Source: an optimization exercise on an open RTL-to-GDS flow (aim: small area, a short achievable clock period and few clock cycles). Production flows keep margins and buffers that such runs may drop.
In this exercise RTL edits were held to simulation tests only and were not proved equivalent to the original.

File: constraint.sdc
create_clock -name core_clock -period 7.0 [get_ports {clk}]
set_input_delay 1.4000 -clock core_clock [delete_from_list [all_inputs] [get_ports {clk}]]
set_output_delay 1.4000 -clock core_clock [all_outputs]
set_load 0.01 [all_outputs]
File: config.mk
export PLATFORM = sky130hd
export DESIGN_NAME = systolic_tpu
export DESIGN_NICKNAME = systolic_tpu
export VERILOG_FILES = /design/flow/design.v
export SDC_FILE = /design/flow/constraint.sdc
export NUM_CORES = 4
export LEC_CHECK = 0
export CAP_MARGIN = 20
export CORE_MARGIN = 2
export CORE_UTILIZATION = 40
export SLEW_MARGIN = 20
File: run.sh
#!/bin/bash
# synth_recipe.tcl (not shown) runs the flow's synth.tcl, then flattens the netlist and writes it again
# the make line also repeats each setting of config.mk as NAME=value (left out here)
make -C /OpenROAD-flow-scripts/flow DESIGN_CONFIG=/design/flow/config.mk WORK_HOME=/design/flow/orfs CLKGATE_MAP_FILE= SYNTH_SCRIPT=/design/flow/synth_recipe.tcl finish
File: design.v
package tpu_pkg;
    localparam int ARRAY_DIM = 4;
    localparam int DATA_W = 8;
    localparam int ACC_W  = 32;
    localparam int SUM_W  = 24;
    localparam int OPND_WORD_W = ARRAY_DIM * DATA_W;
    localparam int C_WORD_W = ARRAY_DIM * ACC_W;
    localparam int INDEX_W = 16;
    localparam int IDX_W = 14;
    localparam int DIM_W = 8;
    localparam logic [1:0] PH_READ  = 2'd0;
    localparam logic [1:0] PH_GAP   = 2'd1;
    localparam logic [1:0] PH_DRAIN = 2'd2;
endpackage
`timescale 1ns/1ps
import tpu_pkg::*;
module tile_sequencer
(
    input  logic               clk,
    input  logic               rst_n,
    input  logic               start_valid,
    input  logic [DIM_W-1:0]   k_dim,
    input  logic [DIM_W-1:0]   m_dim,
    input  logic [DIM_W-1:0]   n_dim,
    output logic               start_ready,
    output logic [INDEX_W-1:0] a_index,
    output logic [INDEX_W-1:0] b_index,
    output logic               rd,
    output logic               first_k,
    output logic               tile_done,
    output logic [1:0]         tile_cols_m1
);
    logic               busy;
    logic [1:0]         phase;
    logic [DIM_W-1:0]   k_m1;
    logic [DIM_W-3:0]   m_last;
    logic [DIM_W-3:0]   n_last;
    logic [1:0]         v_last;
    logic [DIM_W-3:0]   mt_cnt;
    logic [DIM_W-3:0]   nt_cnt;
    logic [DIM_W-1:0]   k_cnt;
    logic [1:0]         cnt;
    logic [IDX_W-1:0]   a_idx;
    logic [IDX_W-1:0]   b_idx;
    logic [IDX_W-1:0]   b_base;
    logic [DIM_W-1:0]   m_dim_m1;
    logic [DIM_W-1:0]   n_dim_m1;
    logic [DIM_W-1:0]   k_m1_e;
    logic [DIM_W-3:0]   m_last_e;
    logic [DIM_W-3:0]   n_last_e;
    logic [1:0]         v_last_e;
    logic               last_k;
    logic               last_mt;
    logic               last_nt;
    assign m_dim_m1 = m_dim - 1'b1;
    assign n_dim_m1 = n_dim - 1'b1;
    assign k_m1_e   = busy ? k_m1   : k_dim - 1'b1;
    assign m_last_e = busy ? m_last : m_dim_m1[DIM_W-1:2];
    assign n_last_e = busy ? n_last : n_dim_m1[DIM_W-1:2];
    assign v_last_e = busy ? v_last : m_dim_m1[1:0];
    assign rd       = busy ? phase == PH_READ : start_valid;
    assign last_k   = k_cnt == k_m1_e;
    assign last_mt  = mt_cnt == m_last_e;
    assign last_nt  = nt_cnt == n_last_e;
    assign first_k      = k_cnt == '0;
    assign tile_done    = rd && last_k;
    assign tile_cols_m1 = last_mt ? v_last_e : 2'd3;
    always_ff @(posedge clk or negedge rst_n) begin
        if (!rst_n) begin
            busy   <= 1'b0;
            phase  <= PH_READ;
            k_m1   <= '0;
            m_last <= '0;
            n_last <= '0;
            v_last <= '0;
            mt_cnt <= '0;
            nt_cnt <= '0;
            k_cnt  <= '0;
            cnt    <= '0;
            a_idx  <= '0;
            b_idx  <= '0;
            b_base <= '0;
        end else begin
            if (!busy && start_valid) begin
                busy   <= 1'b1;
                k_m1   <= k_m1_e;
                m_last <= m_last_e;
                n_last <= n_last_e;
                v_last <= v_last_e;
            end
            if (rd) begin
                if (!last_k) begin
                    k_cnt <= k_cnt + 1'b1;
                    a_idx <= a_idx + 1'b1;
                    b_idx <= b_idx + 1'b1;
                end else begin
                    k_cnt <= '0;
                    cnt   <= tile_cols_m1;
                    if (!last_mt) begin
                        mt_cnt <= mt_cnt + 1'b1;
                        a_idx  <= a_idx + 1'b1;
                        b_idx  <= b_base;
                        phase  <= tile_cols_m1 == 2'd0 ? PH_READ : PH_GAP;
                    end else if (!last_nt) begin
                        mt_cnt <= '0;
                        nt_cnt <= nt_cnt + 1'b1;
                        a_idx  <= '0;
                        b_idx  <= b_idx + 1'b1;
                        b_base <= b_idx + 1'b1;
                        phase  <= tile_cols_m1 == 2'd0 ? PH_READ : PH_GAP;
                    end else begin
                        mt_cnt <= '0;
                        nt_cnt <= '0;
                        a_idx  <= '0;
                        b_idx  <= '0;
                        b_base <= '0;
                        phase  <= PH_DRAIN;
                    end
                end
            end else if (busy) begin
                cnt <= cnt - 1'b1;
                if (phase == PH_GAP && cnt == 2'd1) begin
                    phase <= PH_READ;
                end
                if (phase == PH_DRAIN && cnt == 2'd0) begin
                    phase <= PH_READ;
                    busy  <= 1'b0;
                end
            end
        end
    end
    assign start_ready = !busy;
    assign a_index     = {{(INDEX_W-IDX_W){1'b0}}, a_idx};
    assign b_index     = {{(INDEX_W-IDX_W){1'b0}}, b_idx};
endmodule
`timescale 1ns/1ps
import tpu_pkg::*;
module operand_skew
(
    input  logic                   clk,
    input  logic                   rd,
    input  logic                   first_k,
    input  logic [OPND_WORD_W-1:0] a_data,
    input  logic [OPND_WORD_W-1:0] b_data,
    output logic [OPND_WORD_W-1:0] a_q,
    output logic [OPND_WORD_W-1:0] b_q,
    output logic                   clear
);
    always_ff @(posedge clk) begin
        a_q   <= rd ? a_data : '0;
        b_q   <= b_data;
        clear <= rd && first_k;
    end
endmodule
`timescale 1ns/1ps
import tpu_pkg::*;
module mac_pe
(
    input  logic              clk,
    input  logic              clear,
    input  logic [DATA_W-1:0] a_in,
    input  logic [DATA_W-1:0] b_in,
    output logic [SUM_W-1:0]  acc
);
    always_ff @(posedge clk) begin
        acc <= (acc & {SUM_W{!clear}}) + SUM_W'(a_in * b_in);
    end
endmodule
`timescale 1ns/1ps
import tpu_pkg::*;
module result_drain
(
    input  logic                                 clk,
    input  logic                                 rst_n,
    input  logic                                 start_accept,
    input  logic                                 tile_done,
    input  logic [1:0]                           tile_cols_m1,
    input  logic [ARRAY_DIM*ARRAY_DIM*SUM_W-1:0] acc_flat,
    output logic                                 c_wr_en,
    output logic [INDEX_W-1:0]                   c_index,
    output logic [C_WORD_W-1:0]                  c_data
);
    logic             wpend;
    logic [1:0]       wn_m1;
    logic [1:0]       wcol;
    logic [1:0]       wrem;
    logic [IDX_W-1:0] c_idx;
    always_ff @(posedge clk or negedge rst_n) begin
        if (!rst_n) begin
            wpend   <= 1'b0;
            wn_m1   <= '0;
            c_wr_en <= 1'b0;
            wcol    <= '0;
            wrem    <= '0;
        end else begin
            wpend <= tile_done;
            wn_m1 <= tile_cols_m1;
            if (wpend) begin
                c_wr_en <= 1'b1;
                wcol    <= '0;
                wrem    <= wn_m1;
            end else if (c_wr_en && wrem != '0) begin
                wcol <= wcol + 1'b1;
                wrem <= wrem - 1'b1;
            end else begin
                c_wr_en <= 1'b0;
            end
        end
    end
    always_ff @(posedge clk or negedge rst_n) begin
        if (!rst_n) begin
            c_idx <= '0;
        end else if (start_accept) begin
            c_idx <= '0;
        end else if (c_wr_en) begin
            c_idx <= c_idx + 1'b1;
        end
    end
    assign c_index = {{(INDEX_W-IDX_W){1'b0}}, c_idx};
    always_comb begin
        for (int r = 0; r < ARRAY_DIM; r++) begin
            c_data[C_WORD_W-1-r*ACC_W -: ACC_W] = {{(ACC_W-SUM_W){1'b0}},
                acc_flat[(r*ARRAY_DIM + int'(wcol))*SUM_W +: SUM_W]};
        end
    end
endmodule
`timescale 1ns/1ps
import tpu_pkg::*;
module systolic_tpu
(
    input  logic                   clk,
    input  logic                   rst_n,
    input  logic                   start_valid,
    output logic                   start_ready,
    input  logic [DIM_W-1:0]       k_dim,
    input  logic [DIM_W-1:0]       m_dim,
    input  logic [DIM_W-1:0]       n_dim,
    output logic [INDEX_W-1:0]     a_index,
    input  logic [OPND_WORD_W-1:0] a_data,
    output logic [INDEX_W-1:0]     b_index,
    input  logic [OPND_WORD_W-1:0] b_data,
    output logic                   c_wr_en,
    output logic [INDEX_W-1:0]     c_index,
    output logic [C_WORD_W-1:0]    c_data
);
    logic                                 rd;
    logic                                 first_k;
    logic                                 tile_done;
    logic [1:0]                           tile_cols_m1;
    logic                                 clear;
    logic [OPND_WORD_W-1:0]               a_q;
    logic [OPND_WORD_W-1:0]               b_q;
    logic [ARRAY_DIM*ARRAY_DIM*SUM_W-1:0] acc_flat;
    tile_sequencer tile_sequencer_i (
        .clk          (clk),
        .rst_n        (rst_n),
        .start_valid  (start_valid),
        .k_dim        (k_dim),
        .m_dim        (m_dim),
        .n_dim        (n_dim),
        .start_ready  (start_ready),
        .a_index      (a_index),
        .b_index      (b_index),
        .rd           (rd),
        .first_k      (first_k),
        .tile_done    (tile_done),
        .tile_cols_m1 (tile_cols_m1)
    );
    operand_skew operand_skew_i (
        .clk     (clk),
        .rd      (rd),
        .first_k (first_k),
        .a_data  (a_data),
        .b_data  (b_data),
        .a_q     (a_q),
        .b_q     (b_q),
        .clear   (clear)
    );
    for (genvar r = 0; r < ARRAY_DIM; r++) begin : g_row
        for (genvar c = 0; c < ARRAY_DIM; c++) begin : g_col
            mac_pe mac_pe_i (
                .clk   (clk),
                .clear (clear),
                .a_in  (a_q[OPND_WORD_W-1-c*DATA_W -: DATA_W]),
                .b_in  (b_q[OPND_WORD_W-1-r*DATA_W -: DATA_W]),
                .acc   (acc_flat[(r*ARRAY_DIM+c)*SUM_W +: SUM_W])
            );
        end
    end
    result_drain result_drain_i (
        .clk          (clk),
        .rst_n        (rst_n),
        .start_accept (start_valid && start_ready),
        .tile_done    (tile_done),
        .tile_cols_m1 (tile_cols_m1),
        .acc_flat     (acc_flat),
        .c_wr_en      (c_wr_en),
        .c_index      (c_index),
        .c_data       (c_data)
    );
endmodule
==> load_flow_metrics.sql <==
INSERT INTO impl_metrics (metric_group, metric, value, unit) VALUES
('cts', 'ctsResizeCount', '0', ''),
('yosys', 'synth_sequential_area_ratio', '16.34', '%'),
('detailed_routing', 'antenna_left', '0', ''),
('placement', 'place.gp.congestion', '0.9405', ''),
('worst_setup_path', 'worstPathArrival', '7.11', 'ns'),
('die', 'die_area', '183400', 'um2'),
('worst_setup_path', 'critPathCapture', 'g_row[0].g_col[2].mac_pe_i.acc[21]', ''),
('timing', 'final-setup-viol-count', '0', ''),
('cts', 'root_buffer', 'sky130_fd_sc_hd__clkbuf_16', ''),
('die', 'width_of_the_die', '428.2', 'um'),
('detailed_routing', 'detail_route.wl_per_cell', '20.94', 'um'),
('flow_run', 'cap_viol_max_count', '0', ''),
('yosys', 'ys_seq_elements', '560', ''),
('worst_setup_path', 'reg2reg_from', 'operand_skew_i.a_q[11]', ''),
('grt', 'grt_first_pass_wirelength', '343600', 'um'),
('worst_setup_path', 'critPathMaxStageDelay', '0.99', 'ns'),
('placement', 'post-place-ws', '0.4500', 'ns'),
('timing', 'fin_worst_hold_slack', '0.4587', 'ns'),
('worst_setup_path', 'critical-path-slowest-cell', 'sky130_fd_sc_hd__dfxtp_1', ''),
('timing', 'finalClockSkew', '0.04085', 'ns'),
('worst_setup_path', 'worstSetupEndpointType', 'register', ''),
('yosys', 'synthesis.yosys.warnings', '4', ''),
('worst_setup_path', 'crit_path_max_fanout', '20', ''),
('yosys', 'synth_edf_count', '0', ''),
('detailed_routing', 'drt_drc_violations_left', '0', ''),
('yosys', 'synth_flop_cell', 'sky130_fd_sc_hd__dfxtp_1', ''),
('cells_and_area', 'layout-drive-gt1-share', '6.972', '%'),
('placement', 'placed_cells', '10510', ''),
('timing', 'period_share', '93.76', '%'),
('cells_and_area', 'net_total_in_the_final_layout', '9761', ''),
('grt', 'grt_remaining_overflow', '0', ''),
('timing', 'maxSlewViolCount', '0', ''),
('worst_setup_path', 'worst_r2r_path_depth', '21', ''),
('placement', 'io_buffer_count', '230', ''),
('grt', 'grt_antenna_before_repair', '26', ''),
('cells_and_area', 'area_growth', '11.03', '%'),
('worst_setup_path', 'setup.worst_path.start', 'operand_skew_i.a_q[11]', ''),
('yosys', 'synth_cells', '8131', ''),
('timing', 'final.setup.worst_slack', '0.4368', 'ns'),
('die', 'num_rows', '155', ''),
('worst_setup_path', 'cp.buffers_inverters', '3', ''),
('worst_setup_path', 'critical_path_depth', '21', ''),
('cts', 'tritoncts', 'built', ''),
('worst_setup_path', 'worst-r2r-setup-slack', '0.44', 'ns'),
('yosys', 'yosysUniqueCellTypes', '92', ''),
('cells_and_area', 'final_cell_mix', 'sky130_fd_sc_hd__and2_1 (922), sky130_fd_sc_hd__inv_1 (866), sky130_fd_sc_hd__ha_1 (844)', ''),
('worst_setup_path', 'cp_cell_sequence', 'buf_4 -> and2_1 -> fa_1 -> ha_1 -> inv_1 -> fa_1 -> fa_1 -> inv_1 -> ha_1 -> nor2b_1 -> o211ai_1 -> nand2_1 -> a21oi_1 -> xnor2_1 -> ha_1 -> nand4_1 -> o21ai_0 -> a41o_1 -> nand2_1 -> or3_1 -> mux2i_1', ''),
('timing', 'period_minus_slack', '6.563', 'ns'),
('detailed_routing', 'routed_wirelength', '223000', 'um'),
('grt', 'pin_count_of_the_biggest_net_entering_global_routing', '171', ''),
('grt', 'first_global_vias', '57740', ''),
('cells_and_area', 'layout.cells.most_common', 'sky130_fd_sc_hd__and2_1', ''),
('timing', 'setup_tns', '0', 'ns'),
('worst_setup_path', 'crit_path_start_kind', 'register', ''),
('cts', 'cts_hold_repair.buffers', '0', ''),
('cts', 'worst_skew_pair.late_latency', '0.71', 'ns'),
('die', 'die_y', '428.2', 'um'),
('outcome', 'run_status', 'finished clean', ''),
('detailed_routing', 'viasPerCell', '5.446', ''),
('die', 'core-area', '178600', 'um2'),
('cts', 'clock_input_transition_at_the_sequential_cells_of_the_worst_setup_and_hold_paths', '0.06', 'ns'),
('min_path', 'hp-start', 'result_drain_i.wn_m1[0]', ''),
('timing', 'rsz_0062_raised_after_global_routing', 'no', ''),
('timing', 'timing_worst_slew_pin_value', '1.113', 'ns'),
('cells_and_area', 'final_cell_count_no_fill', '10650', '');
per-stage QoR:
stage	area (um2)	util, %
6_report	79940	44.75
5_1_grt	79920	44.74
4_1_cts	79880	44.72
3_5_place_dp	77180	43.21
3_3_place_gp	77180	43.21
2_1_floorplan	72130	-
cell families after synthesis:
family	after synthesis	synth area share, %
compound gates	1273	11.17
xor+xnor	574	7.002
fa+ha+maj	1439	31.18
buf+inv	1285	6.915
flops	560	16.34
mux	313	7.289
other cells	1	0.005209
simple gates	2686	20.09
worst min path at each step:
stage                                         to  slack [ns]  cells after the start
after detailed placement  result_drain_i.wrem[0]        0.45                      2
after global placement    result_drain_i.wrem[1]        0.44                      2
after CTS                 result_drain_i.wrem[0]        0.46                      2
final                     result_drain_i.wrem[0]        0.46                      2
after floorplan           result_drain_i.wrem[0]        0.43                      2
after global routing      result_drain_i.wrem[0]        0.49                      2
cell usage after synthesis, types with 111 or more instances:
cell type                  count  area, um2
sky130_fd_sc_hd__and2_1      922       5768
sky130_fd_sc_hd__inv_1       866       3251
sky130_fd_sc_hd__ha_1        847      10600
sky130_fd_sc_hd__fa_1        592      11850
sky130_fd_sc_hd__nand2_1     490       1839
sky130_fd_sc_hd__dfxtp_1     449       8989
sky130_fd_sc_hd__a21oi_1     435       2177
sky130_fd_sc_hd__nor2b_1     403       2521
sky130_fd_sc_hd__xnor2_1     391       3425
sky130_fd_sc_hd__nor2_1      390       1464
sky130_fd_sc_hd__clkbuf_1    337       1265
sky130_fd_sc_hd__o21ai_0     246       1231
sky130_fd_sc_hd__xor2_1      182       1594
sky130_fd_sc_hd__mux4_2      163       3671
sky130_fd_sc_hd__nand3_1     133      665.6
sky130_fd_sc_hd__dfrtp_1     111       2778
layer usage:
layer  GRT usage [%]  routed length (um)  up-vias
li1                -                   -    27410
met1           31.55               95810    28460
met2           38.94              101900     1714
met3           3.499               13090      420
met4           11.49               12190       12
met5               0                  79        -
worst register-to-register path: cells and delay by family, from the launching register on:
family                   cells  cell delay [ns]
adder cells (fa/ha/maj)      6             2.30
AND/OR/NAND/NOR              6             1.06
flip-flops                   1             0.99
AO/OA/AOI/OAI                4             0.95
XOR/XNOR                     1             0.58
buffers and inverters        3             0.40
multiplexers                 1             0.13
cell type report:
type	instances	area (um2)
fillers	17270	98680
multi-input cells	6323	55440
repair buffers	401	3791
clock inverters	40	581.8
clock buffers	97	2112
well taps	2355	2947
diodes	7	17.52
inverters	869	3262
flip-flops and latches	560	11780
registers in the layout (all words and copies together), names as in the netlist, 2 cells and up:
register / cells
result_drain_i.wn_m1: 2
tile_sequencer_i.a_idx: 14
operand_skew_i.a_q: 32
tile_sequencer_i.k_cnt: 8
tile_sequencer_i.mt_cnt: 6
result_drain_i.wrem: 2
tile_sequencer_i.m_last: 6
operand_skew_i.b_q: 32
tile_sequencer_i.cnt: 2
tile_sequencer_i.v_last: 2
tile_sequencer_i.nt_cnt: 6
result_drain_i.wcol: 2
result_drain_i.c_idx: 14
tile_sequencer_i.n_last: 6
tile_sequencer_i.k_m1: 8
tile_sequencer_i.b_base: 14
tile_sequencer_i.b_idx: 14
tile_sequencer_i.phase: 2
g_row.g_col.mac_pe_i.acc: 384
Testbench counts, summed over its fixed seeds: cycles 43,447.

-- what the ideal ports hide --
Ports are ideal in the flow. The routed layout listed here was re-timed in OpenROAD. Step 1 assumes that a clkbuf_16 drives the clock port and a buf_2 every other input. Step 2 adds t to the input delays and takes it off the output delays; t is the mean of the earliest and latest rising clock arrival at the registers after step 1. Input paths then give back, and output paths get back, about the clock's delay inside the block. a / b / c = no drivers / after step 1 / after step 2; a / b = the first two.
t, ns: 0.776
setup slack, ns: 0.437 / 0.437 / 0.437
hold slack, ns: 0.459 / 0.459 / 0.459
worst setup path after step 2: register to register
After both steps setup and hold are still met in this run. For this run, drivers alone change the setup slack by 0.000 ns; drivers and shift together by 0.000 ns.
